This is an optimization exercise on Yosys and OpenROAD, whose aim is small area, a short achievable clock period and few clock cycles, not a production implementation.
Only simulation tests tie the RTL to the original design; equivalence was not proved.
Power is estimated from default activity; no workload was simulated.

Setup of before:
==> flow/design.v <==
package fmap_pkg;
    localparam int PIXEL_W    = 16;
    localparam int MAP_W      = 16;
    localparam int SEG_PIXELS = 16;   
    localparam int MEM_ADDR_W = 32;
    localparam int MEM_DATA_W = 32;
    localparam int PX_ADDR_W  = 20;
    localparam int LEN_W      = 4;    
    typedef logic [PIXEL_W-1:0]    pixel_t;
    typedef logic [MEM_DATA_W-1:0] mem_word_t;
    typedef logic [MEM_ADDR_W-1:0] mem_addr_t;
    typedef logic [PX_ADDR_W-1:0]  px_addr_t;
    typedef logic [MAP_W-1:0]      sparsity_map_t;
    typedef logic [4:0] pop_count_t;
    typedef logic [8:0] dim_t;
    typedef logic [9:0] fmap_cnt_t;
endpackage
`timescale 1ns/100ps
module sparse_fmap_loader (
    input  logic                         clk,
    input  logic                         rst_n,
    input  logic                         start,
    input  fmap_pkg::mem_addr_t          cfg_read_addr,
    input  fmap_pkg::dim_t               cfg_width,
    input  fmap_pkg::dim_t               cfg_height,
    input  fmap_pkg::fmap_cnt_t          cfg_num_fmap,
    output logic                         mem_req,
    output fmap_pkg::mem_addr_t          mem_addr,
    output logic [fmap_pkg::LEN_W-1:0]   mem_len,
    input  logic                         mem_grant,
    input  fmap_pkg::mem_word_t          mem_din,
    input  logic                         mem_vld,
    input  logic                         mem_fin,
    output logic                         px_req,
    input  logic                         px_grant,
    output fmap_pkg::px_addr_t           px_addr,
    output logic                         px_wr_vld,
    output fmap_pkg::pixel_t             px_dout,
    output logic                         track_write,
    output fmap_pkg::px_addr_t           track_din,
    output logic                         busy,
    output logic                         done
);
    logic [4:0] cseg_m1;    
    logic [9:0] cfm;        
    logic [4:0] fcol;       
    logic [9:0] ffm;        
    logic [8:0] frow;       
    logic       fcol_z;
    logic       ffm_1;
    logic       f_last_row;
    logic       f_last_frame;
    assign fcol_z       = (fcol == 5'd0);
    assign ffm_1        = (ffm == 10'd1);
    assign f_last_row   = fcol_z && ffm_1;
    assign f_last_frame = f_last_row && (frow == 9'd1);
    typedef enum logic [2:0] {I_IDLE, I_MAP, I_MWAIT, I_PIX, I_SLOT} istate_t;
    istate_t istate;
    logic    accept;
    logic    map_acc;
    logic    a_carry;    
    logic    map_in;     
    logic    map_zero;   
    logic        n_valid;    
    logic        n_wv;       
    logic        n_ready;    
    logic        n_lr;       
    logic        n_lf;       
    logic [15:0] n_map;
    logic        n_odd;      
    logic [3:0]  n_len;
    logic        ret_pix;
    logic [31:0] wbuf [8];
    logic [7:0]  wq;         
    logic [7:0]  pq;         
    logic        hq;         
    logic [7:0]  pq_rot;
    logic        step_en;
    logic [11:0] nib;        
    logic [3:0]  pc_hi;      
    logic [3:0]  pc_lo;
    logic        map_in_q2;
    logic [4:0]  nib_sum;    
    logic [3:0]  len_q;      
    logic        map_in_q;
    logic [3:0]  freec;
    logic        wr;
    logic        adv;
    logic        bursting;   
    logic        b_empty;
    logic [15:0] b_map;      
    logic        b_lr;
    logic        b_lf;
    logic [3:0]  beat;
    logic        b_odd;      
    logic        bit_set;
    logic        bit_d;      
    logic        last_beat;  
    logic        b_load;
    logic        move;
    logic        can_pix;
    logic [15:0] seg_cnt;    
    logic [15:0] px_d;
    function automatic logic [2:0] ones4(input logic [3:0] n);
        ones4 = 3'(n[0]) + 3'(n[1]) + 3'(n[2]) + 3'(n[3]);
    endfunction
    assign nib_sum   = 5'(pc_hi) + 5'(pc_lo);
    assign len_q     = 4'((nib_sum + 5'd1) >> 1);
    assign accept    = mem_req && mem_grant;
    assign map_in    = mem_vld && !ret_pix;
    assign map_zero  = (mem_din[31:16] == 16'h0000);
    assign map_acc   = accept && (istate == I_MAP);
    assign wr        = mem_vld && ret_pix;
    assign b_empty   = !bursting && !px_req;
    assign bit_set   = b_map[15];
    assign b_load    = b_empty || last_beat;
    assign move      = (n_ready || (wr && mem_fin)) && b_load;
    assign adv    = bursting && ((bit_set && !hq) || (last_beat && hq));
    assign pq_rot = {pq[6:0], pq[7]};
    assign step_en  = bursting || (px_req && px_grant);
    assign can_pix = ({1'b0, n_len} <= freec) ||
                     (bursting && ({1'b0, n_len} + {4'd0, b_odd} <= {1'b0, beat} + 5'd3));
    always_comb begin
        px_d = 16'h0000;
        for (int i = 0; i < 8; i++) begin
            px_d = px_d | ({16{bit_d && pq[i] && !hq}} & wbuf[i][15:0])
                        | ({16{bit_d && pq[i] &&  hq}} & wbuf[i][31:16]);
        end
    end
    assign px_wr_vld = bursting;
    assign px_addr   = {seg_cnt, 4'b0000};
    assign track_din = {seg_cnt, 4'b0000};
    always_ff @(posedge clk) begin
        for (int i = 0; i < 8; i++) begin
            if (wr && wq[i]) wbuf[i] <= mem_din;
        end
        px_dout <= px_d;
        nib     <= {ones4(mem_din[31:28]), ones4(mem_din[27:24]),
                    ones4(mem_din[23:20]), ones4(mem_din[19:16])};
        pc_hi   <= 4'(nib[11:9]) + 4'(nib[8:6]);
        pc_lo   <= 4'(nib[5:3]) + 4'(nib[2:0]);
        if (map_in_q2) begin
            n_odd <= nib_sum[0];
            n_len <= len_q;
        end
    end
    always_ff @(posedge clk) begin
        if (start) begin
            cseg_m1 <= cfg_width[8:4] - {4'd0, cfg_width[3:0] == 4'd0};
            cfm     <= cfg_num_fmap;
        end
        if (start) begin
            fcol <= cfg_width[8:4] - {4'd0, cfg_width[3:0] == 4'd0};
            ffm  <= cfg_num_fmap;
            frow <= cfg_height;
        end else if (map_acc) begin
            if (!fcol_z) begin
                fcol <= fcol - 5'd1;
            end else begin
                fcol <= cseg_m1;
                if (!ffm_1) begin
                    ffm <= ffm - 10'd1;
                end else begin
                    ffm  <= cfm;
                    frow <= frow - 9'd1;
                end
            end
        end
        if (map_acc) begin
            n_lr <= f_last_row;
            n_lf <= f_last_frame;
        end
    end
    always_ff @(posedge clk or negedge rst_n) begin
        if (!rst_n) begin
            istate  <= I_IDLE;
            mem_req <= 1'b0;
        end else begin
            case (istate)
                I_IDLE: if (start) begin
                    mem_req <= 1'b1;
                    istate  <= I_MAP;
                end
                I_MAP: if (mem_grant) begin
                    mem_req <= 1'b0;
                    istate  <= I_MWAIT;
                end
                I_MWAIT: if (n_ready) begin
                    istate <= n_lf ? I_IDLE : I_SLOT;
                end else if ((map_in_q2 && (freec == 4'd8)) || (n_wv && can_pix)) begin
                    mem_req <= 1'b1;
                    istate  <= I_PIX;
                end
                I_PIX: if (mem_grant) begin
                    mem_req <= 1'b0;
                    istate  <= n_lf ? I_IDLE : I_SLOT;
                end
                I_SLOT: if (!n_valid || move) begin
                    mem_req <= 1'b1;
                    istate  <= I_MAP;
                end
                default: istate <= I_IDLE;
            endcase
        end
    end
    always_ff @(posedge clk) begin
        if (start && (istate == I_IDLE)) begin
            mem_addr <= cfg_read_addr;
            a_carry  <= 1'b0;
        end else begin
            if (accept) {a_carry, mem_addr[7:2]} <= {1'b0, mem_addr[7:2]} + {3'b000, mem_len};
            else a_carry <= 1'b0;
            if (a_carry) mem_addr[31:8] <= mem_addr[31:8] + 24'd1;
        end
        if (istate == I_MWAIT) mem_len <= map_in_q2 ? len_q : n_len;
        else if (istate != I_PIX) mem_len <= 4'd1;
    end
    always_ff @(posedge clk or negedge rst_n) begin
        if (!rst_n) begin
            n_valid <= 1'b0;
            n_wv    <= 1'b0;
            n_ready <= 1'b0;
            ret_pix <= 1'b0;
            map_in_q <= 1'b0;
            map_in_q2 <= 1'b0;
        end else begin
            map_in_q  <= map_in;
            map_in_q2 <= map_in_q;
            n_wv      <= ((map_in_q2 && n_valid) || n_wv) && !move;
            if (map_acc) n_valid <= 1'b1;
            if (mem_vld) begin
                if (!ret_pix) begin
                    n_ready <= map_zero;
                    ret_pix <= !map_zero;
                end else if (mem_fin) begin
                    n_ready <= 1'b1;
                    ret_pix <= 1'b0;
                end
            end
            if (move) begin
                n_valid <= 1'b0;
                n_ready <= 1'b0;
            end
        end
    end
    always_ff @(posedge clk) begin
        if (map_in) n_map <= mem_din[31:16];
    end
    always_ff @(posedge clk or negedge rst_n) begin
        if (!rst_n) begin
            wq    <= 8'd1;
            pq    <= 8'd1;
            hq    <= 1'b0;
            freec <= 4'd8;
        end else begin
            if (wr) wq <= {wq[6:0], wq[7]};
            if (last_beat) begin
                if (hq) pq <= pq_rot;
                hq <= 1'b0;
            end else if (step_en && bit_d) begin
                if (hq) pq <= pq_rot;
                hq <= !hq;
            end
            if (wr && !adv) freec <= freec - 4'd1;
            else if (adv && !wr) freec <= freec + 4'd1;
        end
    end
    always_ff @(posedge clk) begin
        if (start) seg_cnt <= '0;
        else if (last_beat) seg_cnt <= seg_cnt + 16'd1;
        if (b_load) b_odd <= n_odd;
        if (b_load) bit_d <= n_map[15];
        else if (px_req) bit_d <= px_grant ? b_map[14] : b_map[15];
        else bit_d <= b_map[13];
        if (b_load) begin
            b_map <= n_map;
            b_lr  <= n_lr;
            b_lf  <= n_lf;
        end else if (bursting) begin
            b_map <= {b_map[14:0], 1'b1};
        end
    end
    always_ff @(posedge clk or negedge rst_n) begin
        if (!rst_n) begin
            bursting    <= 1'b0;
            px_req      <= 1'b0;
            beat        <= '0;
            last_beat   <= 1'b0;
            track_write <= 1'b0;
            done        <= 1'b0;
            busy        <= 1'b0;
        end else begin
            track_write <= last_beat && b_lr;
            done        <= last_beat && b_lf;
            if (start) busy <= 1'b1;
            else if (done) busy <= 1'b0;
            if (bursting) beat <= beat + 4'd1;
            last_beat <= bursting && (beat == 4'd14);
            if (px_req && px_grant) begin
                px_req   <= 1'b0;
                bursting <= 1'b1;
            end
            if (last_beat) bursting <= 1'b0;
            if (move) px_req <= 1'b1;
        end
    end
endmodule
export LEC_CHECK = 0
export CAP_MARGIN = 20
export CORE_MARGIN = 2
export CORE_UTILIZATION = 60
export CTS_CLUSTER_DIAMETER = 100
export CTS_CLUSTER_SIZE = 30
export SETUP_SLACK_MARGIN = 3.4
export SLEW_MARGIN = 20
export BUFFER_PORTS_ARGS = -buffer_cell sky130_fd_sc_hd__buf_1
create_clock -name core_clock -period 5.5 [get_ports {clk}]
standard.sh (not shown) runs the stock make flow with config.mk's settings and CLKGATE_MAP_FILE= SYNTH_SCRIPT=/design/flow/synth_recipe.tcl, a recipe that flattens the netlist after the stock synthesis.
==> flow/flow/run.sh <==
#!/bin/bash
set -euo pipefail
echo 'export BUFFER_PORTS_ARGS = -buffer_cell sky130_fd_sc_hd__buf_1' >> config.mk
bash standard.sh > standard.log 2>&1
Testbench counts of before, summed over its fixed seeds: cycles 40,504.
What after does differently from before at the input level:
Settings: SETUP_SLACK_MARGIN: 3.4 -> 3.3.
Findings:
Of the two values seen for worst setup path startpoint, mem_addr[26]$_DFFE_PP_ was produced by after and mem_addr[14]$_DFFE_PP_ by before. Taking before as 1.0, after lands at 0.945 on met2 routed wirelength. Per the comparison of after with before, standby leakage power lost 0.32 nW, worst-margin pin slew picked up an extra 0.14 ns, compound-gate portion of the synthesized area neither gained nor lost much. after vs before: final critical-path setup slack down. Going from before to after, via count shrank by a few percent. Going from before to after, power density over the cells saw an increase, number of DRC violations after detailed-routing iteration 0 decreased 66, maximum frequency dropped 1.9%.

## afterwards: timing with drivers on the ports
Ports are ideal in the flow. The routed layouts listed here were re-timed in OpenROAD.
Step 1: set_driving_cell puts a clkbuf_16 on clk and a buf_2 on each other input, an assumption about the parent block.
Step 2 moves the port delays by t, midway between the first and last clock arrival at a register: inputs arrive t later, outputs are due t later. That takes back most of the time a late clock gives input paths.
a / b / c = ideal / step 1 / step 2; a / b = the first two.
run	t (ns)	setup WS [ns]	hold slack, ns	worst register clock-pin slew, ns	pins driven straight from the clock port
before	0.588	3.264 / 3.210 / 2.886	0.358 / 0.358 / 0.358	0.12 / 0.12	1
after	0.589	3.220 / 3.167 / 2.761	0.365 / 0.365 / 0.365	0.12 / 0.12	1
After both steps every run listed still meets setup and hold. The setup slack of after, which loses most, moves by -0.053 ns with the drivers and by -0.459 ns with both steps.
